This design comes from an exercise in tuning for small area and a short achievable clock period on the open sky130 flow, not from production work. Where RTL was checked, it was by simulation tests only, not by an equivalence proof against the original. For run 2, only the layout was checked, not whether the RTL still works. No activity file was given, so power comes from the tool's default toggle rates.

[flow/run.sh]
#!/bin/bash
# synth_recipe.tcl (not shown) runs the flow's synth.tcl, then flattens the netlist and writes it again
# the make line also repeats each setting of config.mk as NAME=value (left out here)
make -C /OpenROAD-flow-scripts/flow DESIGN_CONFIG=/design/flow/config.mk WORK_HOME=/design/flow/orfs CLKGATE_MAP_FILE= SYNTH_SCRIPT=/design/flow/synth_recipe.tcl finish
[flow/constraint.sdc]
create_clock -name core_clock -period 4.5 [get_ports {clk}]
set_input_delay 0.9000 -clock core_clock [delete_from_list [all_inputs] [get_ports {clk}]]
set_output_delay 0.9000 -clock core_clock [all_outputs]
set_load 0.01 [all_outputs]
[flow/config.mk]
export PLATFORM = sky130hd
export DESIGN_NAME = spi_slave_mem_burst
export DESIGN_NICKNAME = spi_slave_mem_burst
export VERILOG_FILES = /design/flow/design.v
export SDC_FILE = /design/flow/constraint.sdc
export NUM_CORES = 4
export LEC_CHECK = 0
export CAP_MARGIN = 20
export CORE_MARGIN = 2
export CORE_UTILIZATION = 40
export SLEW_MARGIN = 20
[flow/design.v]
module spi_slave_mem_burst #(
  parameter int ADDR_W   = 8,
  parameter int DATA_W   = 8,
  parameter int AUTO_INC = 1
) (
  input  logic clk,
  input  logic rst_n,
  input  logic ss_n,
  input  logic MOSI,
  output logic MISO,
  output logic valid_MISO,
  output logic sready
);
  localparam int MAX_W = (ADDR_W > DATA_W) ? ADDR_W : DATA_W;
  localparam int CNT_W = $clog2(MAX_W);
  localparam logic [ADDR_W-1:0] PTR_STEP = (AUTO_INC != 0) ? ADDR_W'(1) : '0;
  typedef enum logic [2:0] {
    IDLE, CMD, ADDR, WDATA, RD_WAIT, RDATA, DRAIN
  } state_t;
  state_t state, state_nxt;
  logic [DATA_W-1:0] mem [0:(1<<ADDR_W)-1];
  logic              cmd_hi;
  logic [CNT_W-1:0]  bit_cnt;
  logic [ADDR_W-2:0] addr_shift;
  logic [DATA_W-2:0] data_shift;
  logic [DATA_W-1:0] tx_shift;
  logic [ADDR_W-1:0] waddr;
  logic [ADDR_W-1:0] raddr;
  logic [ADDR_W-1:0] addr_word;
  logic [DATA_W-1:0] data_word;
  logic              addr_last;
  logic              data_last;
  logic              wr_en;
  assign addr_word = {addr_shift, MOSI};
  assign data_word = {data_shift, MOSI};
  assign addr_last = (bit_cnt == CNT_W'(ADDR_W - 1));
  assign data_last = (bit_cnt == CNT_W'(DATA_W - 1));
  assign wr_en     = (state == WDATA) && !ss_n && data_last;
  always_ff @(posedge clk or negedge rst_n) begin
    if (!rst_n) state <= IDLE;
    else        state <= state_nxt;
  end
  always_comb begin
    state_nxt = state;
    if (state == IDLE) begin
      if (!ss_n) state_nxt = CMD;
    end else if (ss_n) begin
      state_nxt = IDLE;
    end else begin
      case (state)
        CMD: begin
          case ({cmd_hi, MOSI})
            2'b01:   state_nxt = WDATA;
            2'b11:   state_nxt = RD_WAIT;
            default: state_nxt = ADDR;
          endcase
        end
        ADDR:    if (addr_last) state_nxt = DRAIN;
        RD_WAIT: state_nxt = RDATA;
        default: state_nxt = state;
      endcase
    end
  end
  always_comb begin
    sready     = 1'b0;
    valid_MISO = 1'b0;
    MISO       = 1'b0;
    case (state)
      IDLE:  sready = 1'b1;
      RDATA: begin
        valid_MISO = 1'b1;
        MISO       = tx_shift[DATA_W-1];
      end
      default: ;
    endcase
  end
  always_ff @(posedge clk or negedge rst_n) begin
    if (!rst_n) begin
      cmd_hi     <= 1'b0;
      bit_cnt    <= '0;
      addr_shift <= '0;
      data_shift <= '0;
      tx_shift   <= '0;
      waddr      <= '0;
      raddr      <= '0;
    end else if (ss_n) begin
      bit_cnt <= '0;
    end else begin
      case (state)
        IDLE: begin
          cmd_hi  <= MOSI;
          bit_cnt <= '0;
        end
        ADDR: begin
          addr_shift <= addr_word[ADDR_W-2:0];
          if (addr_last) begin
            bit_cnt <= '0;
            if (cmd_hi) raddr <= addr_word;
            else        waddr <= addr_word;
          end else begin
            bit_cnt <= bit_cnt + CNT_W'(1);
          end
        end
        WDATA: begin
          data_shift <= data_word[DATA_W-2:0];
          if (data_last) begin
            bit_cnt <= '0;
            waddr   <= waddr + PTR_STEP;
          end else begin
            bit_cnt <= bit_cnt + CNT_W'(1);
          end
        end
        RD_WAIT: begin
          tx_shift <= mem[raddr];
          raddr    <= raddr + PTR_STEP;
          bit_cnt  <= '0;
        end
        RDATA: begin
          if (data_last) begin
            tx_shift <= mem[raddr];
            raddr    <= raddr + PTR_STEP;
            bit_cnt  <= '0;
          end else begin
            tx_shift <= {tx_shift[DATA_W-2:0], 1'b0};
            bit_cnt  <= bit_cnt + CNT_W'(1);
          end
        end
        default: ;
      endcase
    end
  end
  always_ff @(posedge clk) begin
    if (wr_en) mem[waddr] <= data_word;
  end
endmodule
==> results.cfg, run 1 <==
[outcome]
status = no timing/DRC/antenna violations

[drt]
wl_mm = 225.4
wl_per_cell_um = 30.93
vias = 42325
drtIter0Drc = 5456
drc_errors = 0
vias_per_cell = 5.807
drt_pass1_iterations = 6
antenna_left = 0

[setup_path]
rrSetupSlack_ns = 0.54
cp_max_fo = 42
r2r-start = raddr[1]$_DFFE_PN0P_
crit_path_end_kind = flip-flop
timing.rr.end = tx_shift[6]$_DFFE_PN0P_
start_kind = flip-flop
crit_type = flip-flop to flip-flop
cp.arrival_ns = 4.67
reg2reg_depth = 9
cp.required_ns = 5.21

[timing]
setup_viol = 0
post-route-period-util_pct = 87.91
post-route-min-period_ns = 3.956
fmax_mhz = 252.8
rsz0062_at_grt = no
final.setup_skew_ns = 0.06515
finalHoldViolations = 0
worst_pin_slew_ns = 1.183
relSlewSlack_pct = 21.10
tns_ns = 0
drv_slew = 0

[die]
core_sq_um = 204400
die_area_sq_um = 209000
rows = 166
ios = 7
fp.dieW_um = 457.2
die-height_um = 457.2
start_util_pct = 40.19

[synthesis]
syn_inst = 4018
ys_seq_area_share_pct = 76.23
async_reset_ff_share_pct = 2.150
synth_area_leaders = edfxtp_1 (75%), mux4_2 (12%), mux2i_1 (2.7%)
synth_area_sq_um = 82150
synth_top_area_cell = edfxtp_1
synth_edf_count = 2048
syn_area_per_cell_sq_um = 20.45
ys_ff_latch = 2093
synth_warnings = 1
netlist.area_leader.share_pct = 74.86
dominantRegCellSynth = edfxtp_1
synth_nets = 4029
synth_cell_types = 69

[global_routing]
antenna_found_initial = 3
grt_max_degree = 177
grt_use_total_pct = 21.44
grt_pass1_wl_mm = 320.6
grt-ovfl-total = 0
grt_pass1_vias = 42168

[layout]
final_util_pct = 46.40
final_cell_mix = edfxtp_1 (2048), mux4_2 (443), buf_4 (393)
syn_to_final_growth_pct = 15.44
ff_latch_area_sq_um = 62670
drive_above_1_share_pct = 27.29
final_common_cell = edfxtp_1
multiInputGateArea_sq_um = 18110
fillers = 17020
nets = 4436

[worst_hold_path]
hp-class = input pin to async pin

[placed_design]
hpwl_mm = 139.1
routabilityCongestion = 0.8881
portBuffers = 6

[power_and_ir_drop]
p_clk_share_pct = 30.9
netSwitchingPower_uw = 18140
p_int_uw = 38970
cellLeakagePower_uw = 0.03099
swShare_pct = 31.77
power.density_nw_per_um2 = 602.2
p_comb_share_pct = 27.6
peakVddDrop_mv = 0.5557
seq_power_share_pct = 41.5

[flow_run]
drv_cap = 0

[clock_network]
cts_buffer_depth = 3
cts.repair.resized = 0
clock_latency_ns = 0.87
cts_tree = done
cts_inserted_buffers = 208
clkTransAtPathRegs_ns = 0.06
htreeDepth = 4
postCtsSetupRepairBufs = 0
cts.sinks = 2093
clock-root-buffer = clkbuf_16
hold_buffers = 0
[synthesized netlist by cell type (all sizes together) (3+ instances only)]
cell type / n
and2: 8
o211ai: 10
o221ai: 36
o22ai: 41
a221oi: 37
o31ai: 4
nand2: 144
and3: 7
nand2b: 8
nor4: 9
clkbuf: 91
ha: 7
o311a: 3
nor3b: 4
edfxtp: 2048
buf: 146
a31oi: 10
a21oi: 92
a22oi: 27
a211oi: 26
mux2: 31
mux4: 457
nor2: 318
inv: 12
dfrtp: 45
o21ai: 71
nand3: 24
mux2i: 221
nand4: 4
a2111oi: 7
a311oi: 3
a211o: 5
or3: 4
nor3: 22
nor2b: 11
[cell type report]
type	instances	area share, %
well taps	2688	3.547
clock inverters	141	1.681
inverters	13	0.05937
repair buffers	434	3.907
multi-input cells	1675	19.09
diodes	1	0.002639
clock buffers	243	5.627
flip-flops and latches	2093	66.08
[worst max-delay path by stage]
stage / startpoint / end / slack (ns)
2_1_floorplan: data_shift[0]$_DFFE_PN0P_ / mem[0][1]$_DFFE_PP_ / 0.50
3_3_place_gp: ss_n / mem[245][1]$_DFFE_PP_ / 0.28
3_5_place_dp: ss_n / mem[244][6]$_DFFE_PP_ / 0.34
4_1_cts: raddr[0]$_DFFE_PN0P_ / tx_shift[6]$_DFFE_PN0P_ / 0.53
5_1_grt: raddr[0]$_DFFE_PN0P_ / tx_shift[6]$_DFFE_PN0P_ / 0.43
6_report: raddr[1]$_DFFE_PN0P_ / tx_shift[6]$_DFFE_PN0P_ / 0.54
[critical path, stage by stage, from the launching register on]
cell	delay [ns]
dfrtp_4	0.98
buf_12	0.37
buf_4	0.29
mux4_2	0.38
mux2i_1	0.32
o22ai_1	0.12
a211oi_1	0.60
o31ai_1	0.36
a21boi_0	0.27
nor4_1	0.08
[stage by stage]
| stage | instance area [sq um] | hold slack [ns] | total power (uW) | cells | setup slack, ns |
|---|---|---|---|---|---|
| floorplan | 82150 | 0.4434 | 33530 | 4018 | 0.5036 |
| global placement | 87880 | 0.4833 | 39700 | 6902 | 0.2846 |
| detailed placement | 87880 | 0.4755 | 39810 | 6902 | 0.3392 |
| CTS | 94810 | 0.1547 | 57340 | 7286 | 0.5269 |
| global route | 94830 | 0.1915 | 58780 | 7288 | 0.4284 |
| finish | 94830 | 0.1850 | 57110 | 7288 | 0.5439 |
[cell families (layout without fill, tap and decap cells)]
family | after synthesis | in the layout | synth area share [%]
adder cells (fa/ha/maj) | 7 | 7 | 0.1066
other | 0 | 1 | 0
multiplexers | 709 | 709 | 15.71
buffers and inverters | 250 | 831 | 1.881
AO/OA/AOI/OAI | 391 | 391 | 3.180
flip-flops | 2093 | 2093 | 76.23
AND/OR/NAND/NOR | 568 | 568 | 2.888
[power by group through the flow]
stage / Sequential, uW / Clock (uW) / Combinational (uW)
floorplan: 24400 / 0 / 9090
global placement: 24100 / 0 / 15600
detailed placement: 24100 / 0 / 15700
CTS: 23700 / 17900 / 15800
global route: 23700 / 18700 / 16400
finish: 23700 / 17700 / 15800
[flip-flops by register name (all words and copies together), names as in the netlist]
signal      count
waddr           8
mem          2048
raddr           8
bit_cnt         3
data_shift      7
tx_shift        8
state           3
cmd_hi          1
addr_shift      7
[metal layers]
metal,track usage [%],part of all wire (%)
met5,0,0.0058
met4,7.254,3.5
met3,4.694,9.1
met2,32.98,46
met1,30.34,41
==> inputs of run 2 (changes only) <==
==> flow/design.v (replaced) <==
module spi_slave_mem_burst #(
  parameter int ADDR_W   = 8,
  parameter int DATA_W   = 8,
  parameter int AUTO_INC = 1
) (
  input  logic clk,
  input  logic rst_n,
  input  logic ss_n,
  input  logic MOSI,
  output logic MISO,
  output logic valid_MISO,
  output logic sready
);
  localparam int WORDS = 256;
  localparam int G     = 4;              
  localparam int GW    = WORDS / G;      
  logic       st_cmd, st_addr_w, st_addr_r, st_wdata, st_rd_wait;
  logic       miso_q, valid_q, idle_q;
  logic [2:0] cnt;
  logic [6:0] sh;
  logic [6:0] tx;
  logic [7:0] waddr, raddr;
  logic [7:0] mem [0:WORDS-1];
  logic [7:0] rd_grp [0:G-1];
  logic [7:0] word_in;
  logic       at2, at3, go;
  logic       addr_done_w, addr_done_r, wr_en, rd_load;
  logic       rdata_nxt;
  logic [7:0] rd_word;
  assign word_in     = {sh, MOSI};
  assign go          = !ss_n;
  assign at2         = (cnt == 3'd2);
  assign at3         = (cnt == 3'd3);
  assign addr_done_w = go && st_addr_w && at2;
  assign addr_done_r = go && st_addr_r && at2;
  assign wr_en       = go && st_wdata && at2;
  assign rd_load     = go && (st_rd_wait || (valid_q && at3));
  assign rdata_nxt   = go && (st_rd_wait || valid_q);
  always_ff @(posedge clk or negedge rst_n) begin
    if (!rst_n) begin
      idle_q     <= 1'b1;
      st_cmd     <= 1'b0;
      st_addr_w  <= 1'b0;
      st_addr_r  <= 1'b0;
      st_wdata   <= 1'b0;
      st_rd_wait <= 1'b0;
      valid_q    <= 1'b0;
      miso_q     <= 1'b0;
    end else begin
      idle_q     <= ss_n;
      st_cmd     <= go && idle_q;
      st_addr_w  <= go && ((st_cmd && !sh[0] && !MOSI) || (st_addr_w && !at2));
      st_addr_r  <= go && ((st_cmd &&  sh[0] && !MOSI) || (st_addr_r && !at2));
      st_wdata   <= go && ((st_cmd && !sh[0] &&  MOSI) || st_wdata);
      st_rd_wait <= go && st_cmd && sh[0] && MOSI;
      valid_q    <= rdata_nxt;
      miso_q     <= rdata_nxt && (rd_load ? rd_word[7] : tx[6]);
    end
  end
  always_ff @(posedge clk) begin
    sh  <= word_in[6:0];
    cnt <= idle_q ? 3'd2 : cnt + 3'd1;
    tx  <= rd_load ? rd_word[6:0] : {tx[5:0], 1'b0};
  end
  always_ff @(posedge clk or negedge rst_n) begin
    if (!rst_n) begin
      waddr <= '0;
      raddr <= '0;
    end else begin
      if (addr_done_w)  waddr <= word_in;
      else if (wr_en)   waddr <= waddr + 8'd1;
      if (addr_done_r)  raddr <= word_in;
      else if (rd_load) raddr <= raddr + 8'd1;
    end
  end
  logic [WORDS-1:0] wsel, rsel;
  always_comb begin
    wsel = '0;
    rsel = '0;
    wsel[waddr] = wr_en;
    rsel[raddr] = 1'b1;
  end
  for (genvar w = 0; w < WORDS; w++) begin : g_row
    always_ff @(posedge clk) begin
      if (wsel[w]) mem[w] <= word_in;
    end
  end
  for (genvar g = 0; g < G; g++) begin : g_grp
    logic [7:0] acc;
    always_comb begin
      acc = '0;
      for (int i = 0; i < GW; i++)
        acc = acc | (mem[g*GW + i] & {8{rsel[g*GW + i]}});
    end
    always_ff @(posedge clk) rd_grp[g] <= acc;
  end
  always_comb begin
    rd_word = '0;
    for (int g = 0; g < G; g++) rd_word = rd_word | rd_grp[g];
  end
  assign sready     = idle_q;
  assign valid_MISO = valid_q;
  assign MISO       = miso_q;
endmodule
==> results.cfg, run 2 <==
[outcome]
status = failed layout checks
failed_checks = setup timing

[setup_path]
cp_max_fo = 7
start_kind = flip-flop
r2r-start = raddr[0]$_DFFE_PN0P_
cp.arrival_ns = 5.41
cp.required_ns = 5.24
rrSetupSlack_ns = -0.17
reg2reg_depth = 10
crit_path_end_kind = flip-flop
crit_type = flip-flop to flip-flop
timing.rr.end = rd_grp[0][1]$_DFF_P_

[synthesis]
synth_edf_count = 2048
synth_warnings = 3
ys_ff_latch = 2121
synth_top_area_cell = edfxtp_1
ys_seq_area_share_pct = 79.45
synth_area_leaders = edfxtp_1 (77%), a22oi_1 (4.3%), nor2_1 (1.6%)
syn_inst = 4722
synth_cell_types = 89
syn_area_per_cell_sq_um = 16.81
async_reset_ff_share_pct = 1.132
synth_common_cells = edfxtp_1 (2048), a22oi_1 (454), nor2_1 (338)
synth_nets = 4736
netlist.area_leader.share_pct = 77.46
synth.most_common_cell = edfxtp_1
dominantRegCellSynth = edfxtp_1
synth_area_sq_um = 79400

[layout]
layoutNonFillerInstCount = 8004
drive_above_1_share_pct = 17.56
ff_latch_area_sq_um = 63110
syn_to_final_growth_pct = 17.20
max_flop_register = mem
reg.largest.list = mem x2048, rd_grp x32
final_common_cell = edfxtp_1
nets = 5187
design_area_sq_um = 93050
final_cell_mix = edfxtp_1 (2048), buf_4 (487), a22oi_1 (454)
fillers = 16726
largest_reg_flops = 2048
multiInputGateArea_sq_um = 15380

[power_and_ir_drop]
cellLeakagePower_uw = 0.02936
peakVddDrop_mv = 0.5908
p_clk_share_pct = 30.3
power.density_nw_per_um2 = 587.4
seq_power_share_pct = 40.5
netSwitchingPower_uw = 19600
p_int_uw = 35060
swShare_pct = 35.86
p_comb_share_pct = 29.2

[timing]
fin_ws_ns = -0.1714
setup_viol = 1
drv_slew = 0
finalHoldViolations = 0
relSlewSlack_pct = 14.82
post-route-period-util_pct = 103.8
final.setup_skew_ns = 0.06786
rsz0062_at_grt = no
post-route-min-period_ns = 4.671
worst_pin_slew_ns = 1.278
fmax_mhz = 214.1

[global_routing]
grt_pass1_wl_mm = 419.7
antenna_found_initial = 15
grt-ovfl-total = 0
grt_pass1_vias = 49294
grt_max_degree = 149
grt_use_total_pct = 30.01

[clock_network]
cts_tree = done
cts_buffer_depth = 3
clock-root-buffer = clkbuf_16
cts.sinks = 2121
cts_inserted_buffers = 204
htreeDepth = 4
clkTransAtPathRegs_ns = 0.06
hold_buffers = 0
clock_latency_ns = 0.91

[die]
die_area_sq_um = 202100
die-height_um = 449.5
fp.dieW_um = 449.5
ios = 7
rows = 163
core_sq_um = 197200
start_util_pct = 40.26

[placed_design]
routabilityCongestion = 0.9602
dpl.cell_count = 7607
pre_cts_ws_ns = 0.04059
hpwl_mm = 200.7
portBuffers = 6
post_dp_cell_area_sq_um = 86680

[drt]
vias_per_cell = 6.652
vias = 53239
wl_mm = 310.5
drt_pass1_iterations = 8
drtIter0Drc = 10744
wl_per_cell_um = 38.80
drc_errors = 0
antenna_left = 0

[flow_run]
drv_cap = 0

[worst_hold_path]
hp-class = input pin to async pin
==> run 2: changes by cell type after synthesis, sizes merged, moves of 67 or more <==
cell,delta
a222oi,+103
a22oi,+427
a221oi,+92
nand4,+67
mux2i,-192
clkbuf,+75
nand2,+101
mux4,-457
a22o,+138
==> run 2: how the worst max path moves through the flow <==
stage	from	endpoint	slack [ns]
4_1_cts	raddr[0]$_DFFE_PN0P_	rd_grp[0][3]$_DFF_P_	0.27
5_1_grt	raddr[0]$_DFFE_PN0P_	rd_grp[0][1]$_DFF_P_	0.003
2_1_floorplan	sh[0]$_DFF_P_	mem[0][1]$_DFFE_PP_	0.16
3_3_place_gp	ss_n	mem[204][0]$_DFFE_PP_	-0.32
3_5_place_dp	ss_n	mem[4][6]$_DFFE_PP_	0.04
6_report	raddr[0]$_DFFE_PN0P_	rd_grp[0][1]$_DFF_P_	-0.17
==> run 2: power by group through the flow <==
stage / clock (uW) / sequential [uW] / combinational, uW
after global routing: 17300 / 22100 / 15900
after floorplan: 0 / 22500 / 6550
after detailed placement: 0 / 22500 / 15100
after global placement: 0 / 22500 / 15100
after CTS: 16600 / 22100 / 15100
final: 16600 / 22100 / 16000
==> run 2: kinds of logic (layout without fill, tap and decap cells) <==
kind of cell | after synthesis | in the layout | share of synthesized area (%)
DFF | 2121 | 2121 | 79.45
and+or+nand+nor | 909 | 909 | 5.226
adders and majority gates | 10 | 10 | 0.1576
other | 0 | 22 | 0
buffers and inverters | 322 | 942 | 1.711
xor gates and xnor gates | 13 | 13 | 0.1434
AOI/OAI and AO/OA | 1298 | 1298 | 12.66
muxes | 49 | 49 | 0.6493
==> run 2: metrics by stage <==
step | setup TNS (ns) | hold slack (ns) | utilization (%) | total power (uW)
2_1_floorplan | 0 | 0.4173 | - | 29040
3_3_place_gp | -3.845 | 0.4276 | 43.93 | 37590
3_5_place_dp | 0 | 0.4401 | 43.95 | 37620
4_1_cts | 0 | 0.3870 | 47.15 | 53840
5_1_grt | 0 | 0.4091 | 47.16 | 55370
6_report | -0.1714 | 0.3816 | 47.18 | 54660
==> run 2: critical path, stage by stage, from the launching register on <==
cell and delay (ns):
dfrtp_1 0.34, inv_1 0.08, ha_1 0.47, nor2_4 0.17
buf_4 0.31, a222oi_1 1.08, o32ai_1 0.15, a221oi_1 0.71
nand4_1 0.31, o21ai_0 0.71, nand3_1 0.18
==> run 2: layout make-up <==
class	instances	area share, %
sequential	2121	67.82
multi-input combinational	2279	16.53
clock buffer	269	5.889
timing repair buffer	549	5.185
tap	2640	3.550
clock inverter	106	0.8888
inverter	18	0.07261
antenna	22	0.05916
==> run 2: per-layer routing <==
metal  wire length (um)  track usage [%]  vias up
met2             132400            43.23     4935
li1                   -                -    20400
met5                 50                0        -
met1             111900            40.11    26990
met4              19810            16.23        8
met3              46400            9.936      906
==> run 2: repair_timing <==
action / in CTS / in global routing
setup buffers: 0 / 0
resized for setup: 0 / 0
endpoints found under the setup margin: 0 / 1
==> inputs of run 3 (changes only) <==
--- a/flow/design.v
+++ b/flow/design.v
@@ -16,9 +16,10 @@
   localparam int GW    = WORDS / G;      
   logic       st_cmd, st_addr_w, st_addr_r, st_wdata, st_rd_wait;
-  logic       miso_q, valid_q, idle_q;
+  logic       miso_q, valid_q, busy_q, idle_q;
   logic [2:0] cnt;
   logic [6:0] sh;
   logic [6:0] tx;
-  logic [7:0] waddr, raddr;
+  logic [15:0] wlo, whi;    
+  logic [15:0] rlo, rhi;    
   logic [7:0] mem [0:WORDS-1];
   logic [7:0] rd_grp [0:G-1];
@@ -28,4 +29,5 @@
   logic       rdata_nxt;
   logic [7:0] rd_word;
+  assign idle_q      = !busy_q;
   assign word_in     = {sh, MOSI};
   assign go          = !ss_n;
@@ -39,5 +41,5 @@
   always_ff @(posedge clk or negedge rst_n) begin
     if (!rst_n) begin
-      idle_q     <= 1'b1;
+      busy_q     <= 1'b0;
       st_cmd     <= 1'b0;
       st_addr_w  <= 1'b0;
@@ -48,5 +50,5 @@
       miso_q     <= 1'b0;
     end else begin
-      idle_q     <= ss_n;
+      busy_q     <= go;
       st_cmd     <= go && idle_q;
       st_addr_w  <= go && ((st_cmd && !sh[0] && !MOSI) || (st_addr_w && !at2));
@@ -65,11 +67,23 @@
   always_ff @(posedge clk or negedge rst_n) begin
     if (!rst_n) begin
-      waddr <= '0;
-      raddr <= '0;
+      wlo   <= 16'd1;
+      whi   <= 16'd1;
+      rlo   <= 16'd1;
+      rhi   <= 16'd1;
     end else begin
-      if (addr_done_w)  waddr <= word_in;
-      else if (wr_en)   waddr <= waddr + 8'd1;
-      if (addr_done_r)  raddr <= word_in;
-      else if (rd_load) raddr <= raddr + 8'd1;
+      if (addr_done_w) begin
+        wlo <= 16'd1 << word_in[3:0];
+        whi <= 16'd1 << word_in[7:4];
+      end else if (wr_en) begin
+        wlo <= {wlo[14:0], wlo[15]};
+        if (wlo[15]) whi <= {whi[14:0], whi[15]};
+      end
+      if (addr_done_r) begin
+        rlo <= 16'd1 << word_in[3:0];
+        rhi <= 16'd1 << word_in[7:4];
+      end else if (rd_load) begin
+        rlo <= {rlo[14:0], rlo[15]};
+        if (rlo[15]) rhi <= {rhi[14:0], rhi[15]};
+      end
     end
   end
@@ -78,6 +92,10 @@
     wsel = '0;
     rsel = '0;
-    wsel[waddr] = wr_en;
-    rsel[raddr] = 1'b1;
+    for (int i = 0; i < 16; i++)
+      for (int j = 0; j < 16; j++)
+        wsel[i*16 + j] = whi[i] & (wlo[j] & wr_en);
+    for (int i = 0; i < 16; i++)
+      for (int j = 0; j < 16; j++)
+        rsel[i*16 + j] = rhi[i] & rlo[j];
   end
   for (genvar w = 0; w < WORDS; w++) begin : g_row
--- a/flow/config.mk
+++ b/flow/config.mk
@@ -8,4 +8,5 @@
 export CAP_MARGIN = 20
 export CORE_MARGIN = 2
-export CORE_UTILIZATION = 40
+export CORE_UTILIZATION = 60
+export SETUP_SLACK_MARGIN = 2.0
 export SLEW_MARGIN = 20
==> results.cfg, run 3 <==
[worst_hold_path]
min-delay-start = cnt[0]$_SDFF_PN0_
hp-class = flip-flop to flip-flop
worstHoldPathCells = 1
holdPathEnd = cnt[0]$_SDFF_PN0_

[power_and_ir_drop]
p_comb_share_pct = 5.0
peakVddDrop_mv = 0.4409
p_int_uw = 33540
netSwitchingPower_uw = 9562
seq_power_share_pct = 52.1
swShare_pct = 22.19
cellLeakagePower_uw = 0.02990
power.density_nw_per_um2 = 470.3
p_clk_share_pct = 42.9

[timing]
finalHoldViolations = 0
worst_pin_slew_ns = 1.296
tns_ns = 0
relSlewSlack_pct = 13.63
post-route-min-period_ns = 2.611
drv_slew = 0
fmax_mhz = 382.9
setup_viol = 0
post-route-period-util_pct = 58.03
rsz0062_at_grt = yes
final.setup_skew_ns = 0.03325
fin_ws_ns = 1.889

[layout]
reg.largest.list = mem x2048, rd_grp x32
final_cell_mix = edfxtp_1 (2048), a22oi_1 (740), a22o_1 (250)
layoutNonFillerInstCount = 6722
final_common_cell = edfxtp_1
fillers = 8855
syn_to_final_growth_pct = 13.16
design_area_sq_um = 91650
largest_reg_flops = 2048
nets = 4754
drive_above_1_share_pct = 14.38
max_flop_register = mem

[drt]
drt_pass1_iterations = 8
wl_mm = 251.5
vias = 48784
drtIter0Drc = 9157
antenna_left = 0
vias_per_cell = 7.257
drc_errors = 0
wl_per_cell_um = 37.41

[setup_path]
reg2reg_depth = 6
r2r-start = rlo[4]$_DFFE_PN0P_
start_kind = flip-flop
crit_path_end_kind = flip-flop
cp_max_fo = 25
cp.arrival_ns = 3.23
cp.required_ns = 5.12
timing.rr.end = rd_grp[0][5]$_DFF_P_
rrSetupSlack_ns = 1.89
critPathLaunch = rlo[4]$_DFFE_PN0P_
crit_type = flip-flop to flip-flop

[placed_design]
routabilityCongestion = 0.8905
hpwl_mm = 136.6
portBuffers = 6
post_dp_cell_area_sq_um = 82810
dpl.cell_count = 6223
pre_cts_ws_ns = 0.8860

[outcome]
status = no timing/DRC/antenna violations

[die]
rows = 134
die-height_um = 371.4
fp.dieW_um = 371.4
start_util_pct = 60.54
ios = 7
core_sq_um = 133800
die_area_sq_um = 137900

[clock_network]
cts_inserted_buffers = 208
cts_buffer_depth = 3
htreeDepth = 4
clock-root-buffer = clkbuf_16
clkTransAtPathRegs_ns = 0.06
cts.sinks = 2169
clock_latency_ns = 0.85
cts_tree = done

[synthesis]
synth_edf_count = 2048
synth_nets = 4715
ys_ff_latch = 2169
synth_area_leaders = edfxtp_1 (76%), a22oi_1 (6.9%), a22o_1 (2.7%)
syn_inst = 4708
ys_seq_area_share_pct = 79.37
synth.most_common_cell = edfxtp_1
synth_area_sq_um = 81000
synth_cell_types = 52
synth_top_area_cell = edfxtp_1
dominantRegCellSynth = edfxtp_1
async_reset_ff_share_pct = 3.320
netlist.area_leader.share_pct = 75.93
synth_warnings = 3
synth_common_cells = edfxtp_1 (2048), a22oi_1 (748), a22o_1 (250), and3_1 (250), clkbuf_1 (209)
syn_area_per_cell_sq_um = 17.20

[global_routing]
grt_pass1_vias = 45853
grt_use_total_pct = 36.44
antenna_found_initial = 24
grt_pass1_wl_mm = 349.5
grt_max_degree = 153
grt-ovfl-total = 0

[flow_run]
drv_cap = 0
run 3: changes by cell type after synthesis, moves of 65 or more:
cell,previous run,this run
and3_1,6,250
a22oi_1,454,748
nand4_1,71,168
a21oi_1,128,17
a22o_1,140,250
nor2_1,338,33
a222oi_1,103,38
run 3: cells by family after synthesis:
family | after synthesis | share of synthesized area, %
and+or+nand+nor | 818 | 5.459
muxes | 41 | 0.5067
adders and majority gates | 3 | 0.04635
AOI/OAI and AO/OA | 1291 | 12.46
buffers and inverters | 386 | 2.158
DFF | 2169 | 79.37
run 3: layout make-up:
class	count	area (sq um)	share of cell area, %
flip-flops and latches	2169	64390	70.25
diodes	25	62.56	0.06826
inverters	8	30.03	0.03276
clock inverters	140	1832	1.999
multi-input cells	2155	15360	16.75
clock buffers	252	5410	5.903
repair buffers	205	2362	2.577
well taps	1768	2212	2.414
run 3: worst max path at each step:
stage / end / depth (start not counted)
after floorplan: mem[103][0]$_DFFE_PP_ / 6
after global placement: mem[194][3]$_DFFE_PP_ / 5
after detailed placement: mem[215][4]$_DFFE_PP_ / 5
after CTS: rd_grp[3][3]$_DFF_P_ / 6
after global routing: rd_grp[0][5]$_DFF_P_ / 7
final: rd_grp[0][5]$_DFF_P_ / 6
run 3: per-stage QoR:
| step | hold WS, ns | power (uW) | util, % |
|---|---|---|---|
| 2_1_floorplan | 0.4152 | 23680 | - |
| 3_3_place_gp | 0.4323 | 24740 | 61.89 |
| 3_5_place_dp | 0.4420 | 24750 | 61.89 |
| 4_1_cts | 0.4543 | 43110 | 68.18 |
| 5_1_grt | 0.4686 | 44010 | 68.46 |
| 6_report | 0.4516 | 43100 | 68.50 |
run 3: power groups by stage:
stage	Combinational, uW	Sequential [uW]	Clock (uW)
global placement	1750	23000	0
detailed placement	1760	23000	0
floorplan	951	22700	0
global route	2230	22400	19300
finish	2160	22500	18500
CTS	2060	22500	18600
run 3: what timing repair did:
item / 4_1_cts / 5_1_grt
endpoints found under the hold margin: 1 / 0
setup buffers: 58 / 20
resized for setup: 62 / 105
setup endpoints to repair: 1223 / 681
pin swaps: 14 / 16
hold buffers: 1 / 0
gates cloned: 3 / 0
run 3: worst max-delay path, stage by stage, from the launching register on:
cell and delay, ns:
dfrtp_4 0.53, buf_4 0.20, buf_4 0.24, a22oi_1 0.25, nand4_1 0.19, a222oi_1 0.62, nand4_1 0.36
run 3: layer usage:
metal / up-vias / global-route usage, % / wire, um
li1: 19704 / - / -
met1: 24997 / 53.77 / 98240
met2: 3560 / 54.48 / 115400
met3: 513 / 7.173 / 28710
met4: 10 / 13.87 / 9129
met5: - / 0 / 60
==> inputs of run 4 (changes only) <==
==> flow/flow/run.sh (new file) <==
#!/bin/bash
# Standard ORFS layout (the standard.sh, standard synthesis unchanged) with two changes:
#  - ports are buffered with buf_4 instead of the cell buffer_ports picks by default
#    (a delay cell on sky130hd), so the port buffers can be resized like any buffer;
#  - repair_timing/repair_design may resize across cell footprints.
set -euo pipefail
bash standard.sh MATCH_CELL_FOOTPRINT=0 "BUFFER_PORTS_ARGS=-buffer_cell sky130_fd_sc_hd__buf_4" finish > make_finish.log 2>&1
==> flow/standard.sh (new file) <==
#!/bin/bash
# synth_recipe.tcl (not shown) runs the flow's synth.tcl, then flattens the netlist and writes it again
# the make line also repeats each setting of config.mk as NAME=value (left out here)
make -C /OpenROAD-flow-scripts/flow DESIGN_CONFIG=/design/flow/config.mk WORK_HOME=/design/flow/orfs CLKGATE_MAP_FILE= SYNTH_SCRIPT=/design/flow/synth_recipe.tcl "${@:-finish}"
--- a/flow/config.mk
+++ b/flow/config.mk
@@ -9,4 +9,4 @@
 export CORE_MARGIN = 2
 export CORE_UTILIZATION = 60
-export SETUP_SLACK_MARGIN = 2.0
+export SETUP_SLACK_MARGIN = 2.3
 export SLEW_MARGIN = 20
removed: flow/run.sh
==> results.cfg, run 4 <==
[timing]
final.setup_skew_ns = 0.03678
post-route-period-util_pct = 52.36
setup_viol = 0
finalHoldViolations = 0
relSlewSlack_pct = 17.28
rsz0062_at_grt = yes
tns_ns = 0
post-route-min-period_ns = 2.356
fmax_mhz = 424.4
drv_slew = 0
worst_pin_slew_ns = 1.241

[die]
die_area_sq_um = 137900
ios = 7
fp.dieW_um = 371.4
start_util_pct = 60.54
core_sq_um = 133800
rows = 134
die-height_um = 371.4

[synthesis]
syn_inst = 4708
synth.area.mux_share_pct = 0.5067
synth_common_cells = edfxtp_1 (2048), a22oi_1 (748), a22o_1 (250), and3_1 (250), clkbuf_1 (209)
synth_nets = 4715
synth_area_sq_um = 81000
ys_ff_latch = 2169
synth_warnings = 3
ys_seq_area_share_pct = 79.37
synthSimpleGateAreaFrac_pct = 5.459
synth-xor-area-share_pct = 0
dominantRegCellSynth = edfxtp_1
synth_area_leaders = edfxtp_1 (76%), a22oi_1 (6.9%), a22o_1 (2.7%)
synth_compound_area_share_pct = 12.46
synth_cell_types = 52
synth_adder_area_share_pct = 0.04634
async_reset_ff_share_pct = 3.320
synth_top_area_cell = edfxtp_1
netlist.area_leader.share_pct = 75.93
synth.most_common_cell = edfxtp_1
synth_edf_count = 2048
synth_top_family_by_area = compound AO/OA/AOI/OAI gates
syn_area_per_cell_sq_um = 17.20

[layout]
final_common_cell = edfxtp_1
syn_to_final_growth_pct = 16.09
fillers = 8492
largest_reg_flops = 2048
drive_above_1_share_pct = 21.29
final_cell_mix = edfxtp_1 (2048), a22oi_1 (639), a22o_1 (243)
max_flop_register = mem
final_util_pct = 70.28
nets = 4835
reg.largest.list = mem x2048, rd_grp x32

[setup_path]
start_kind = flip-flop
max_stage_delay_ns = 0.51
cp.arrival_ns = 2.96
crit_chain = buf_12 > buf_16 > a22oi_2 > nand4_1 > a22o_4 > a221oi_4 > nand4_1
cp.required_ns = 5.11
crit_type = flip-flop to flip-flop
cpMostUsedCell = nand4_1
crit_slowest_cell = dfrtp_4
crit_path_end_kind = flip-flop
cp_max_fo = 13

[global_routing]
grt_pass1_vias = 46111
grt_use_total_pct = 36.70
grt_max_degree = 155
grt-ovfl-total = 0
grt_pass1_wl_mm = 352.0
antenna_found_initial = 24

[power_and_ir_drop]
p_int_uw = 33160
swShare_pct = 22.10
power.density_nw_per_um2 = 452.7
seq_power_share_pct = 52.8
cellLeakagePower_uw = 0.03054
peakVddDrop_mv = 0.4908
netSwitchingPower_uw = 9407
p_clk_share_pct = 41.4
p_comb_share_pct = 5.8

[placed_design]
routabilityCongestion = 0.8764
hpwl_mm = 137.8
portBuffers = 6

[drt]
antenna_left = 0
wl_met3_mm = 31.03
wl_mm = 259.9
drtIter0Drc = 8925
wl_met1_mm = 98.28
drt_pass1_iterations = 7
top_layer_used = met5
route.met2.wl_mm = 119.2
vias = 49379
drc_errors = 0
vias_per_cell = 7.259
wl_per_cell_um = 38.21

[clock_network]
cts_buffer_depth = 3
htreeDepth = 4
clock_latency_ns = 0.83
cts.sinks = 2169
clkTransAtPathRegs_ns = 0.07
cts_inserted_buffers = 206
cts_tree = done
clock-root-buffer = clkbuf_16

[worst_hold_path]
hp-class = input pin to async pin

[flow_run]
drv_cap = 0

[outcome]
status = no timing/DRC/antenna violations
==> run 4: critical path: cells and delay by family (launching register included) <==
family | cells | cell delay (ns)
buf+inv | 2 | 0.36
compound gates | 3 | 0.78
simple gates | 2 | 0.49
flops | 1 | 0.51
==> run 4: power groups by stage <==
stage | clock [uW] | sequential, uW | combinational, uW
final | 17600 | 22500 | 2460
after global routing | 18500 | 22400 | 2530
after CTS | 17700 | 22500 | 2230
after detailed placement | 0 | 23000 | 1760
after global placement | 0 | 23000 | 1750
after floorplan | 0 | 22700 | 951
==> run 4: layer usage <==
layer / global-route usage (%) / vias up
met2: 55.95 / 3650
met4: 13.42 / 14
met3: 7.744 / 540
met5: 0 / -
li1: - / 19913
met1: 52.95 / 25262
==> run 4: path summary, 6_finish.rpt <==
| kind | cells past startpoint | start | to | slack, ns |
|---|---|---|---|---|
| max | 7 | rlo[12]$_DFFE_PN0P_ | rd_grp[1][0]$_DFF_P_ | 2.14 |
| min | 1 | rst_n | valid_q$_DFF_PN0_ | 0.27 |
| max reg2reg | 7 | rlo[12]$_DFFE_PN0P_ | rd_grp[1][0]$_DFF_P_ | 2.14 |
| min reg2reg | 1 | cnt[0]$_SDFF_PN0_ | cnt[0]$_SDFF_PN0_ | 0.46 |
| max in group asynchronous | 1 | rst_n | rlo[5]$_DFFE_PN0P_ | 3.47 |
| min in group core_clock | 2 | ss_n | st_cmd$_DFF_PN0_ | 0.33 |
==> run 4: layout make-up <==
cell class	instances	area, sq um	share of cell area (%)
timing repair buffer	286	3980	4.233
clock inverter	118	1247	1.327
sequential	2169	64390	68.48
clock buffer	265	5647	6.005
inverter	8	33.78	0.03593
antenna	31	77.57	0.08250
multi-input combinational	2157	16440	17.48
tap	1768	2212	2.353
==> run 4: repair_timing <==
| item | in CTS | in global routing |
|---|---|---|
| setup endpoints to repair | 2074 | 1845 |
| hold buffers | 0 | 0 |
| cloned | 11 | 20 |
| setup buffers | 89 | 42 |
| gates resized for setup | 311 | 240 |
| pin swaps | 56 | 90 |
==> run 4: cells by family after synthesis <==
family	Yosys count
compound gates	1291
fa+ha+maj	3
mux	41
flops	2169
buf+inv	386
simple gates	818
==> run 4: metrics by stage <==
step	setup slack [ns]	std cells	total power [uW]	instance area (sq um)	hold WS, ns
4_1_cts	2.116	6709	42420	92270	0.2654
3_5_place_dp	1.226	6226	24750	82750	0.4381
6_report	2.144	6802	42560	94030	0.2701
2_1_floorplan	2.158	4708	23680	81020	0.4152
3_3_place_gp	1.252	6226	24750	82750	0.4312
5_1_grt	2.134	6774	43510	93960	0.3209
==> inputs of run 5 (changes only) <==
--- a/flow/design.v
+++ b/flow/design.v
@@ -13,5 +13,5 @@
 );
   localparam int WORDS = 256;
-  localparam int G     = 4;              
+  localparam int G     = 8;              
   localparam int GW    = WORDS / G;      
   logic       st_cmd, st_addr_w, st_addr_r, st_wdata, st_rd_wait;
--- a/flow/config.mk
+++ b/flow/config.mk
@@ -8,5 +8,7 @@
 export CAP_MARGIN = 20
 export CORE_MARGIN = 2
-export CORE_UTILIZATION = 60
+export CORE_UTILIZATION = 70
+export CTS_CLUSTER_DIAMETER = 100
+export CTS_CLUSTER_SIZE = 28
 export SETUP_SLACK_MARGIN = 2.3
 export SLEW_MARGIN = 20
==> results.cfg, run 5 <==
[clock_network]
cts_inserted_buffers = 88
cts_buffer_depth = 3
hold_buffers = 0
cts.sinks = 2201
cts_tree = done
htreeDepth = 3
clock_latency_ns = 0.73
clkTransAtPathRegs_ns = 0.11
clock-root-buffer = clkbuf_16

[power_and_ir_drop]
peakVddDrop_mv = 0.4380
p_int_uw = 27830
swShare_pct = 24.50
netSwitchingPower_uw = 9029
p_clk_share_pct = 26.5
power.density_nw_per_um2 = 423.5
cellLeakagePower_uw = 0.02773
p_comb_share_pct = 10.2
seq_power_share_pct = 63.3

[drt]
drtIter0Drc = 8809
vias = 46290
wl_per_cell_um = 37.39
drc_errors = 0
antenna_left = 0
drt_pass1_iterations = 10
vias_per_cell = 7.679
wl_mm = 225.4

[placed_design]
routabilityCongestion = 0.8584
hpwl_mm = 119.9
dpl.cell_count = 5747
portBuffers = 6

[synthesis]
synth_warnings = 3
synth_area_leaders = edfxtp_1 (76%), a22oi_1 (4.2%), a22o_1 (4.2%)
synth_adder_area_share_pct = 0.04642
synth-xor-area-share_pct = 0
synth_top_area_cell = edfxtp_1
synth_area_sq_um = 80860
synth_top_family_by_area = compound AO/OA/AOI/OAI gates
synth_cell_types = 40
synth_nets = 4513
synth.area.mux_share_pct = 0.4209
synth_compound_area_share_pct = 12.94
synth.most_common_cell = edfxtp_1
ys_ff_latch = 2201
netlist.area_leader.share_pct = 76.06
syn_area_per_cell_sq_um = 17.94
synth_common_cells = edfxtp_1 (2048), a22oi_1 (450), a22o_1 (384)
dominantRegCellSynth = edfxtp_1
synth_edf_count = 2048
ys_seq_area_share_pct = 80.30
synthSimpleGateAreaFrac_pct = 4.444
syn_inst = 4506
async_reset_ff_share_pct = 3.271

[setup_path]
r2r-start = rlo[13]$_DFFE_PN0P_
crit_buf_inv = 2
crit_path_end_kind = output port
crit_slowest_cell = dfrtp_1
reg2reg_depth = 4
rrSetupSlack_ns = 2.26
max_stage_delay_ns = 0.41
cp.arrival_ns = 1.36
cp_max_fo = 2
crit_chain = inv_2 > buf_6
timing.rr.end = rd_grp[6][4]$_DFF_P_
critical-path-top-delay-family = flip-flops
start_kind = flip-flop
crit_type = flip-flop to output port
cp.required_ns = 3.60

[timing]
relSlewSlack_pct = 12.69
worst_pin_slew_ns = 1.298
post-route-period-util_pct = 50.31
final.setup_skew_ns = 0.02957
drv_slew = 0
setup_viol = 0
post-route-min-period_ns = 2.264
rsz0062_at_grt = yes
fmax_mhz = 441.7
finalHoldViolations = 0
tns_ns = 0

[global_routing]
grt-ovfl-total = 0
antenna_found_initial = 22
grt_pass1_wl_mm = 313.1
grt_use_total_pct = 37.78
grt_max_degree = 131
grt_pass1_vias = 43169

[flow_run]
drv_cap = 0

[die]
core_sq_um = 114500
fp.dieW_um = 343.9
die-height_um = 343.9
ios = 7
die_area_sq_um = 118300
start_util_pct = 70.62
rows = 124

[layout]
drive_above_1_share_pct = 13.39
final_cell_mix = edfxtp_1 (2048), a22oi_1 (448), a22o_1 (384)
layoutNonFillerInstCount = 6028
largest_reg_flops = 2048
syn_to_final_growth_pct = 7.635
max_flop_register = mem
final_common_cell = edfxtp_1
nets = 4407
reg.largest.list = mem x2048, rd_grp x64

[worst_hold_path]
hp-class = input pin to async pin

[outcome]
status = no timing/DRC/antenna violations
## run 5: changes by cell type after synthesis, moves of 64 or more
| cell | previous run | this run |
|---|---|---|
| a22o_1 | 250 | 384 |
| a22oi_1 | 748 | 450 |
| nand2_1 | 197 | 97 |
| nand4_1 | 168 | 67 |
| and3_1 | 250 | 321 |
| a222oi_1 | 38 | 128 |
| a221o_1 | 0 | 64 |
## run 5: worst max path at each step
stage / start / endpoint / slack (ns) / depth (start not counted)
2_1_floorplan: ss_n / mem[100][0]$_DFFE_PP_ / 2.01 / 6
3_3_place_gp: ss_n / whi[6]$_DFFE_PN0P_ / 1.48 / 6
3_5_place_dp: ss_n / whi[5]$_DFFE_PN0P_ / 1.49 / 6
4_1_cts: cnt[0]$_SDFF_PN0_ / whi[9]$_DFFE_PN0P_ / 2.17 / 7
5_1_grt: busy_q$_DFF_PN0_ / sready / 2.20 / 2
6_report: busy_q$_DFF_PN0_ / sready / 2.24 / 2
## run 5: kinds of logic after synthesis
kind of cell	count (synthesis)
flip-flops	2201
multiplexers	34
AND/OR/NAND/NOR	645
adder cells (fa/ha/maj)	3
buffers and inverters	365
AO/OA/AOI/OAI	1258
## run 5: through the flow
| stage | hold slack [ns] | util [%] | setup slack [ns] | total power, uW | instance area (sq um) |
|---|---|---|---|---|---|
| after floorplan | 0.4173 | - | 2.005 | 25450 | 80890 |
| after global placement | 0.4306 | 71.85 | 1.476 | 27080 | 82260 |
| after detailed placement | 0.4403 | 71.85 | 1.488 | 27120 | 82260 |
| after CTS | 0.1479 | 75.23 | 2.169 | 36620 | 86140 |
| after global routing | 0.1469 | 75.93 | 2.199 | 37680 | 86940 |
| final | 0.1574 | 76.01 | 2.236 | 36860 | 87030 |
## run 5: power groups by stage
stage                     Clock (uW)  Combinational (uW)  Sequential (uW)
after floorplan                    0                2190            23300
after global placement             0                3200            23900
after detailed placement           0                3230            23900
after CTS                       9760                3570            23300
after global routing           10500                3900            23300
final                           9760                3770            23300
## run 5: per-layer routing
layer | vias up | global-route usage (%) | routed length [um]
li1 | 18753 | - | -
met1 | 23402 | 55.30 | 81860
met2 | 3624 | 55.91 | 103400
met3 | 495 | 8.383 | 30340
met4 | 16 | 16.69 | 9627
met5 | - | 0 | 120
## run 5: area by class of cell
cell class	instances	area, sq um
clock inverters	4	42.54
flip-flops and latches	2201	65030
multi-input cells	1940	15110
clock buffers	161	2540
inverters	4	15.01
repair buffers	165	2303
well taps	1512	1892
diodes	41	102.6
fillers	6453	27470
## run 5: what timing repair did
item                                    in CTS  in global routing
buffers inserted                            54                 12
endpoints found under the setup margin    1861               1995
pin swaps                                    9                 30
gates cloned                                 2                  6
resized for setup                          143                218
## run 5: worst register-to-register path, delay by kind of cell (launching register included)
kind / cells / cell delay (ns)
buffers and inverters: 1 / 0.58
AND/OR/NAND/NOR: 1 / 0.11
flip-flops: 1 / 1.01
AO/OA/AOI/OAI: 2 / 0.46
==> inputs of run 6 (changes only) <==
--- a/flow/config.mk
+++ b/flow/config.mk
@@ -8,7 +8,8 @@
 export CAP_MARGIN = 20
 export CORE_MARGIN = 2
-export CORE_UTILIZATION = 70
+export CORE_UTILIZATION = 60
 export CTS_CLUSTER_DIAMETER = 100
 export CTS_CLUSTER_SIZE = 28
 export SETUP_SLACK_MARGIN = 2.3
 export SLEW_MARGIN = 20
+export TNS_END_PERCENT = 20
==> results.cfg, run 6 <==
[setup_path]
crit_path_end_kind = flip-flop
start_kind = flip-flop
crit_slowest_cell = and3_1
r2r-start = cnt[0]$_SDFF_PN0_
crit_buf_inv = 2
crit_type = flip-flop to flip-flop
rrSetupSlack_ns = 2.19
crit_chain = inv_1 > ha_1 > and4bb_4 > buf_16 > and3_1
cp.arrival_ns = 2.71
critical-path-top-delay-family = simple AND/OR/NAND/NOR gates
cp_max_fo = 98
cp.required_ns = 4.90
max_stage_delay_ns = 0.47
critPathLaunch = cnt[0]$_SDFF_PN0_

[timing]
hold-worst-slack_ns = 0.1388
finalHoldViolations = 0
drv_slew = 0
worst_pin_slew_ns = 1.286
final.setup_skew_ns = 0.03185
tns_ns = 0
post-route-min-period_ns = 2.310
fmax_mhz = 432.8
post-route-period-util_pct = 51.34
rsz0062_at_grt = yes
relSlewSlack_pct = 14.27
setup_viol = 0

[placed_design]
portBuffers = 6
routabilityCongestion = 0.8258
dpl.cell_count = 6009
hpwl_mm = 125.4

[synthesis]
ys_seq_area_share_pct = 80.30
dominantRegCellSynth = edfxtp_1
synth_warnings = 3
ys_ff_latch = 2201
synth_area_sq_um = 80860
synth_top_area_cell = edfxtp_1
synth_nets = 4513
synth_common_cells = edfxtp_1 (2048), a22oi_1 (450), a22o_1 (384)
synth.most_common_cell = edfxtp_1
synth_edf_count = 2048
synth_area_leaders = edfxtp_1 (76%), a22oi_1 (4.2%), a22o_1 (4.2%)
netlist.area_leader.share_pct = 76.06
async_reset_ff_share_pct = 3.271
syn_area_per_cell_sq_um = 17.94
synth_cell_types = 40
syn_inst = 4506

[global_routing]
grt_pass1_wl_mm = 324.8
grt_use_total_pct = 33.72
antenna_found_initial = 24
grt_max_degree = 168
grt-ovfl-total = 0
grt_pass1_vias = 43058

[drt]
wl_per_cell_um = 37.15
drt_pass1_iterations = 8
drtIter0Drc = 8205
vias_per_cell = 7.248
drc_errors = 0
antenna_left = 0
wl_mm = 233.9
vias = 45645

[layout]
ff_latch_area_sq_um = 65030
final_common_cell = edfxtp_1
drive_above_1_share_pct = 9.385
nets = 4409
final_cell_mix = edfxtp_1 (2048), a22oi_1 (450), a22o_1 (384)
multiInputGateArea_sq_um = 14750
layoutNonFillerInstCount = 6298
fillers = 9079
max_flop_register = mem
largest_reg_flops = 2048
reg.largest.list = mem x2048, rd_grp x64
syn_to_final_growth_pct = 7.387

[flow_run]
drv_cap = 0

[die]
rows = 134
die_area_sq_um = 137700
ios = 7
start_util_pct = 60.51
fp.dieW_um = 371.1
core_sq_um = 133600
die-height_um = 371.1

[clock_network]
clock_latency_ns = 0.75
cts_buffer_depth = 3
cts_inserted_buffers = 88
clkTransAtPathRegs_ns = 0.11
clock-root-buffer = clkbuf_16
cts_tree = done
cts.sinks = 2201
htreeDepth = 3

[power_and_ir_drop]
peakVddDrop_mv = 0.4106
power.density_nw_per_um2 = 424.9
cellLeakagePower_uw = 0.02772

[worst_hold_path]
hp-class = input pin to async pin

[outcome]
status = no timing/DRC/antenna violations
==> run 6: cell counts after synthesis <==
Identical to the previous run, type by type.
==> run 6: logic make-up (layout without fill, tap and decap cells) <==
group / count (synthesis) / in the layout / synth area share, %
AO/OA/AOI/OAI: 1258 / 1258 / 12.94
adder cells (fa/ha/maj): 3 / 3 / 0.04643
buffers and inverters: 365 / 334 / 1.854
flip-flops: 2201 / 2201 / 80.30
multiplexers: 34 / 34 / 0.4209
other: 0 / 55 / 0
AND/OR/NAND/NOR: 645 / 645 / 4.444
==> run 6: report_power, final <==
part	leakage [uW]	total (uW)	internal (uW)	switching [uW]
registers	0.0200	23400	22600	774
clock network	0.00120	9790	3820	5960
logic	0.00654	3740	1300	2440
total	0.0277	36900	27700	9170
==> run 6: routing by layer <==
metal / vias to the layer above / wire, um / track usage (%)
met3: 363 / 25230 / 5.993
li1: 18775 / - / -
met1: 23746 / 92320 / 49.98
met5: - / 60 / 0
met4: 10 / 8292 / 11.92
met2: 2751 / 108000 / 51.11
==> run 6: area by class of cell <==
| type | count | area share (%) |
|---|---|---|
| multi-input combinational | 1940 | 16.98 |
| tap | 1768 | 2.548 |
| inverter | 4 | 0.01729 |
| timing repair buffer | 167 | 2.484 |
| sequential | 2201 | 74.89 |
| clock buffer | 158 | 2.863 |
| clock inverter | 5 | 0.05908 |
| antenna | 55 | 0.1585 |
==> run 6: per-stage QoR <==
stage	total power (uW)	cell area, sq um	utilization, %	setup slack, ns
after floorplan	25450	80890	-	2.005
after global routing	37840	86720	64.89	2.141
after CTS	36870	86380	64.64	2.197
after global placement	27220	82620	61.83	1.558
final	36900	86830	64.98	2.190
after detailed placement	27230	82620	61.83	1.564
==> run 6: final timing paths <==
| kind | endpoint | cells after the start |
|---|---|---|
| setup reg to reg | mem[254][4]$_DFFE_PP_ | 5 |
| hold reg to reg | cnt[0]$_SDFF_PN0_ | 1 |
| min in group core_clock | cnt[0]$_SDFF_PN0_ | 1 |
| setup / recovery | mem[254][4]$_DFFE_PP_ | 5 |
| max in group asynchronous | rlo[0]$_DFFE_PN1P_ | 2 |
| hold / removal | whi[9]$_DFFE_PN0P_ | 1 |
==> run 6: timing repair <==
item | 4_1_cts | 5_1_grt
setup endpoints to repair | 1383 | 2138
hold buffers | 0 | 0
pin swaps | 17 | 1
hold endpoints to repair | 0 | 0
setup buffers | 58 | 7
cloned | 3 | 3
resized for setup | 68 | 81
==> inputs of run 7 (changes only) <==
--- a/flow/config.mk
+++ b/flow/config.mk
@@ -11,5 +11,5 @@
 export CTS_CLUSTER_DIAMETER = 100
 export CTS_CLUSTER_SIZE = 28
+export PLACE_DENSITY = 0.8
 export SETUP_SLACK_MARGIN = 2.3
 export SLEW_MARGIN = 20
-export TNS_END_PERCENT = 20
==> results.cfg, run 7 <==
[drt]
drtIter0Drc = 11271
drc_errors = 0
wl_per_cell_um = 36.59
top_layer_used = met5
wl_met1_mm = 75.78
vias_per_cell = 7.584
wl_met3_mm = 35.18
wl_mm = 230.9
vias = 47856
drt_pass1_iterations = 7
route.met2.wl_mm = 105.1
antenna_left = 0

[die]
die_area_sq_um = 137700
fp.dieW_um = 371.1
ios = 7
die-height_um = 371.1
rows = 134
core_sq_um = 133600
start_util_pct = 60.51

[timing]
tns_ns = 0
rsz0062_at_grt = yes
setup_viol = 0
final.setup_skew_ns = 0.04301
post-route-min-period_ns = 2.338
post-route-period-util_pct = 51.96
drv_slew = 0
worst_pin_slew_ns = 1.259
fmax_mhz = 427.7
relSlewSlack_pct = 15.31
finalHoldViolations = 0

[setup_path]
rrSetupSlack_ns = 2.16
crit_path_end_kind = flip-flop
cp_max_fo = 19
r2r-start = wlo[6]$_DFFE_PN0P_
timing.rr.end = mem[102][2]$_DFFE_PP_
reg2reg_depth = 2
cp.required_ns = 4.89
cp.arrival_ns = 2.73
start_kind = flip-flop
crit_type = flip-flop to flip-flop

[synthesis]
syn_inst = 4506
synth_edf_count = 2048
dominantRegCellSynth = edfxtp_1
synth.area.mux_share_pct = 0.4209
synth_cell_types = 40
synth_common_cells = edfxtp_1 (2048), a22oi_1 (450), a22o_1 (384)
synth_nets = 4513
synth_area_leaders = edfxtp_1 (76%), a22oi_1 (4.2%), a22o_1 (4.2%)
synth_top_family_by_area = compound AO/OA/AOI/OAI gates
synth_top_area_cell = edfxtp_1
synthSimpleGateAreaFrac_pct = 4.444
synth-xor-area-share_pct = 0
ys_seq_area_share_pct = 80.30
synth_compound_area_share_pct = 12.94
async_reset_ff_share_pct = 3.271
synth_warnings = 3
ys_ff_latch = 2201
synth.most_common_cell = edfxtp_1
synth_adder_area_share_pct = 0.04642
syn_area_per_cell_sq_um = 17.94
synth_area_sq_um = 80860
netlist.area_leader.share_pct = 76.06

[layout]
final_util_pct = 65.50
drive_above_1_share_pct = 12.38
final_cell_mix = edfxtp_1 (2048), a22oi_1 (446), a22o_1 (384)
layoutNonFillerInstCount = 6310
syn_to_final_growth_pct = 8.246
reg.largest.list = mem x2048, rd_grp x64
max_flop_register = mem
final_common_cell = edfxtp_1
fillers = 8302
largest_reg_flops = 2048
design_area_sq_um = 87530
nets = 4429

[clock_network]
clock-root-buffer = clkbuf_16
htreeDepth = 3
cts_tree = done
clock_latency_ns = 0.75
cts_inserted_buffers = 89
cts.sinks = 2201
clkTransAtPathRegs_ns = 0.11
cts_buffer_depth = 3

[global_routing]
antenna_found_initial = 20
grt-ovfl-total = 0
grt_pass1_vias = 44670
grt_max_degree = 159
grt_use_total_pct = 32.01
grt_pass1_wl_mm = 314.0

[power_and_ir_drop]
power_uw = 37070
cellLeakagePower_uw = 0.02793
peakVddDrop_mv = 0.3509
power.density_nw_per_um2 = 423.5

[outcome]
status = no timing/DRC/antenna violations

[flow_run]
drv_cap = 0

[placed_design]
routabilityCongestion = 0.9313
dpl.cell_count = 6008
hpwl_mm = 119.8
portBuffers = 6
post_dp_cell_area_sq_um = 82560

[worst_hold_path]
hp-class = input pin to async pin
[run 7: cell types whose count changed in the layout (fill, tap and decap cells not counted), sizes merged]
cell / change
clkinv: +2
and4bb: +1
inv: -3
diode: -11
clkbuf: +14
buf: +9
[run 7: cell families after synthesis]
logic type,count (synthesis)
adders and majority gates,3
buffers and inverters,365
AOI/OAI and AO/OA,1258
DFF,2201
muxes,34
and+or+nand+nor,645
[run 7: metrics by stage]
| step | setup WS (ns) | hold slack (ns) |
|---|---|---|
| 6_report | 2.162 | 0.3255 |
| 5_1_grt | 2.204 | 0.3859 |
| 3_5_place_dp | 1.469 | 0.4531 |
| 4_1_cts | 2.224 | 0.3268 |
| 2_1_floorplan | 2.005 | 0.4173 |
| 3_3_place_gp | 1.531 | 0.4295 |
[run 7: layer usage]
layer  track usage [%]  vias to the layer above
met4             16.67                       12
met1             42.66                    23692
met5            0.5944                        -
met3             9.410                      813
met2             48.24                     4545
li1                  -                    18794
[run 7: area by class of cell]
cell class,count,area (sq um),area share [%]
tap,1768,2212,2.527
clock buffer,163,2611,2.983
antenna,44,110.1,0.1258
multi-input combinational,1941,14980,17.12
sequential,2201,65030,74.29
timing repair buffer,185,2504,2.860
inverter,4,15.01,0.01715
clock inverter,4,65.06,0.07433
[run 7: worst max path at each step]
| stage | start | to | slack, ns | cells after the start |
|---|---|---|---|---|
| detailed placement | ss_n | mem[143][0]$_DFFE_PP_ | 1.47 | 4 |
| global placement | ss_n | whi[8]$_DFFE_PN0P_ | 1.53 | 6 |
| CTS | rlo[1]$_DFFE_PN0P_ | rd_grp[2][0]$_DFF_P_ | 2.22 | 4 |
| global route | busy_q$_DFF_PN0_ | sready | 2.20 | 2 |
| finish | wlo[6]$_DFFE_PN0P_ | mem[102][2]$_DFFE_PP_ | 2.16 | 2 |
| floorplan | ss_n | mem[100][0]$_DFFE_PP_ | 2.01 | 6 |
[run 7: where the power goes]
part	internal [uW]	switching, uW	total [uW]
sequential	22600	766	23400
clock	4010	5890	9900
combinational	1330	2470	3800
total	27900	9130	37100
[run 7: what timing repair did]
item,4_1_cts,5_1_grt
setup buffers,52,20
cloned,6,10
hold buffers,0,0
resized for setup,226,83
pin swaps,30,51
endpoints found under the setup margin,2108,1923
[run 7: worst max-delay path, cell delays in order, from the launching register on]
cell and delay (ns):
dfrtp_1 0.83, buf_4 0.60, and3_1 0.54
==> inputs of run 8 (changes only) <==
--- a/flow/config.mk
+++ b/flow/config.mk
@@ -8,8 +8,7 @@
 export CAP_MARGIN = 20
 export CORE_MARGIN = 2
-export CORE_UTILIZATION = 60
+export CORE_UTILIZATION = 65
 export CTS_CLUSTER_DIAMETER = 100
 export CTS_CLUSTER_SIZE = 28
-export PLACE_DENSITY = 0.8
 export SETUP_SLACK_MARGIN = 2.3
 export SLEW_MARGIN = 20
==> results.cfg, run 8 <==
[global_routing]
grt-ovfl-total = 0
grt_pass1_vias = 43621
grt_max_degree = 177
grt_use_total_pct = 36.45
grt_pass1_wl_mm = 324.1
antenna_found_initial = 23

[layout]
final_util_pct = 70.60
final_common_cell = edfxtp_1
max_flop_register = mem
syn_to_final_growth_pct = 7.946
drive_above_1_share_pct = 12.18
final_cell_mix = edfxtp_1 (2048), a22oi_1 (448), a22o_1 (384)
largest_reg_flops = 2048
reg.largest.list = mem x2048, rd_grp x64
nets = 4419

[drt]
drtIter0Drc = 9094
wl_mm = 234.6
wl_per_cell_um = 37.98
vias_per_cell = 7.595
drt_pass1_iterations = 9
vias = 46917
antenna_left = 0
drc_errors = 0

[worst_hold_path]
hp-class = input pin to async pin

[timing]
post-route-min-period_ns = 2.358
drv_slew = 0
rsz0062_at_grt = yes
post-route-period-util_pct = 52.41
setup_viol = 0
tns_ns = 0
finalHoldViolations = 0
final.setup_skew_ns = 0.04326
relSlewSlack_pct = 13.73
fmax_mhz = 424.0
worst_pin_slew_ns = 1.294

[synthesis]
synth_cell_types = 40
synth_edf_count = 2048
synth_adder_area_share_pct = 0.04642
syn_inst = 4506
synth_nets = 4513
synth_compound_area_share_pct = 12.94
synth-xor-area-share_pct = 0
ys_ff_latch = 2201
synth_common_cells = edfxtp_1 (2048), a22oi_1 (450), a22o_1 (384)
syn_area_per_cell_sq_um = 17.94
ys_seq_area_share_pct = 80.30
synth_top_area_cell = edfxtp_1
async_reset_ff_share_pct = 3.271
synth_area_sq_um = 80860
synth.area.mux_share_pct = 0.4209
synth_top_family_by_area = compound AO/OA/AOI/OAI gates
netlist.area_leader.share_pct = 76.06
dominantRegCellSynth = edfxtp_1
synth.most_common_cell = edfxtp_1
synthSimpleGateAreaFrac_pct = 4.444
synth_area_leaders = edfxtp_1 (76%), a22oi_1 (4.2%), a22o_1 (4.2%)
synth_warnings = 3

[placed_design]
routabilityCongestion = 0.8547
portBuffers = 6
hpwl_mm = 121.8

[die]
core_sq_um = 123600
rows = 129
die_area_sq_um = 127200
die-height_um = 356.7
start_util_pct = 65.40
fp.dieW_um = 356.7
ios = 7

[clock_network]
clkTransAtPathRegs_ns = 0.12
clock_latency_ns = 0.74
hold_buffers = 0
clock-root-buffer = clkbuf_16
htreeDepth = 3
cts_tree = done
cts_buffer_depth = 3
cts.sinks = 2201
cts_inserted_buffers = 88

[setup_path]
crit_path_end_kind = flip-flop
crit_slowest_cell = dfstp_4
cp_max_fo = 10
critical-path-top-delay-family = compound AO/OA/AOI/OAI gates
cp.required_ns = 5.09
crit_buf_inv = 2
cpMostUsedCell = buf_12
crit_chain = buf_12 > buf_12 > a222oi_1 > and3_1 > nand4_1 > a221o_1
start_kind = flip-flop
crit_type = flip-flop to flip-flop
cp.arrival_ns = 2.95
max_stage_delay_ns = 0.56

[power_and_ir_drop]
peakVddDrop_mv = 0.4803
cellLeakagePower_uw = 0.02786
power.density_nw_per_um2 = 422.7

[flow_run]
drv_cap = 0

[outcome]
status = no timing/DRC/antenna violations
-- run 8: changes by cell type in the layout (fill, tap and decap cells not counted), sizes merged --
cell	delta
clkinv	-2
clkbuf	-6
diode	+14
inv	-1
buf	-6
and4bb	-1
-- run 8: cells by family after synthesis --
kind of cell / after synthesis
buffers and inverters: 365
adder cells (fa/ha/maj): 3
AO/OA/AOI/OAI: 1258
multiplexers: 34
AND/OR/NAND/NOR: 645
flip-flops: 2201
-- run 8: cell type report --
| type | count | area, sq um |
|---|---|---|
| fill | 7738 | 36350 |
| inverter | 4 | 15.01 |
| timing repair buffer | 177 | 2575 |
| antenna | 58 | 145.1 |
| clock inverter | 1 | 16.27 |
| clock buffer | 159 | 2490 |
| tap | 1637 | 2048 |
| sequential | 2201 | 65040 |
| multi-input combinational | 1940 | 14960 |
-- run 8: metal layers --
| layer | part of all wire (%) | global-route usage, % | vias to the layer above |
|---|---|---|---|
| met1 | 37 | 53.12 | 23869 |
| met2 | 46 | 54.94 | 3635 |
| met5 | 0.055 | 0 | - |
| met3 | 13 | 7.238 | 579 |
| met4 | 4.4 | 15.16 | 12 |
| li1 | - | - | 18822 |
-- run 8: path summary, 6_finish.rpt --
| check | startpoint | endpoint | slack [ns] | depth (start not counted) |
|---|---|---|---|---|
| min in group core_clock | cnt[0]$_SDFF_PN0_ | cnt[0]$_SDFF_PN0_ | 0.46 | 1 |
| worst min register to register | cnt[0]$_SDFF_PN0_ | cnt[0]$_SDFF_PN0_ | 0.46 | 1 |
| worst max-delay path | rlo[0]$_DFFE_PN1P_ | rd_grp[3][0]$_DFF_P_ | 2.14 | 6 |
| worst max register to register | rlo[0]$_DFFE_PN1P_ | rd_grp[3][0]$_DFF_P_ | 2.14 | 6 |
| worst min-delay path | rst_n | rhi[15]$_DFFE_PN0P_ | 0.24 | 1 |
| max in group asynchronous | rst_n | rlo[15]$_DFFE_PN0P_ | 3.38 | 2 |
-- run 8: where the power goes --
group          switching, uW  leakage [uW]  total (uW)  internal (uW)
Sequential               767        0.0200       23400          22600
Combinational           2500       0.00670        3850           1350
Clock                   5870       0.00119        9680           3810
-- run 8: repair_timing --
item	in CTS	in global routing
pin swaps	35	69
setup endpoints to repair	2173	1922
cloned	7	3
setup buffers	63	16
gates resized for setup	178	95
-- run 8: stage by stage --
stage | cell area [sq um] | setup slack, ns | cells | hold WS (ns) | total power (uW)
global placement | 82430 | 1.534 | 5870 | 0.4341 | 27170
CTS | 86520 | 2.185 | 6100 | 0.2246 | 36700
global route | 87140 | 2.163 | 6121 | 0.2405 | 37710
finish | 87290 | 2.142 | 6177 | 0.2433 | 36890
floorplan | 80890 | 2.005 | 4506 | 0.4173 | 25450
detailed placement | 82440 | 1.497 | 5870 | 0.4370 | 27200

afterwards: timing with drivers on the ports:
In the flow no input, the clock included, has a driving cell. The finished layouts below were timed again as built, in two steps. Step 1 (the two cells are an assumption about what drives the block):
set clk [get_ports {clk}]
set_driving_cell -lib_cell sky130_fd_sc_hd__clkbuf_16 $clk
set_driving_cell -lib_cell sky130_fd_sc_hd__buf_2 [delete_from_list [all_inputs] $clk]
Step 2 also shifts input and output timing later by t, the mid clock arrival at the registers, as if the neighbouring blocks saw the same clock. Slacks: ideal ports / drivers / drivers and shift; pairs: ideal ports / drivers.
| run | t, ns | slack for setup (ns) | worst slew at a driven data input, ns |
|---|---|---|---|
| run 1 | 0.919 | 0.544 / 0.544 / 0.267 | 0.04 |
| run 2 | 0.961 | -0.171 / -0.171 / -0.309 | 0.07 |
| run 3 | 0.917 | 1.889 / 1.889 / 1.075 | 0.13 |
| run 4 | 0.897 | 2.144 / 2.082 / 1.499 | 0.12 |
| run 5 | 0.799 | 2.236 / 2.158 / 1.712 | 0.10 |
| run 6 | 0.817 | 2.190 / 2.187 / 1.630 | 0.08 |
| run 7 | 0.810 | 2.162 / 2.147 / 1.666 | 0.10 |
| run 8 | 0.790 | 2.142 / 2.142 / 1.704 | 0.10 |
For run 3, which loses most, drivers alone change the setup slack by 0.000 ns; drivers and shift together by -0.814 ns.
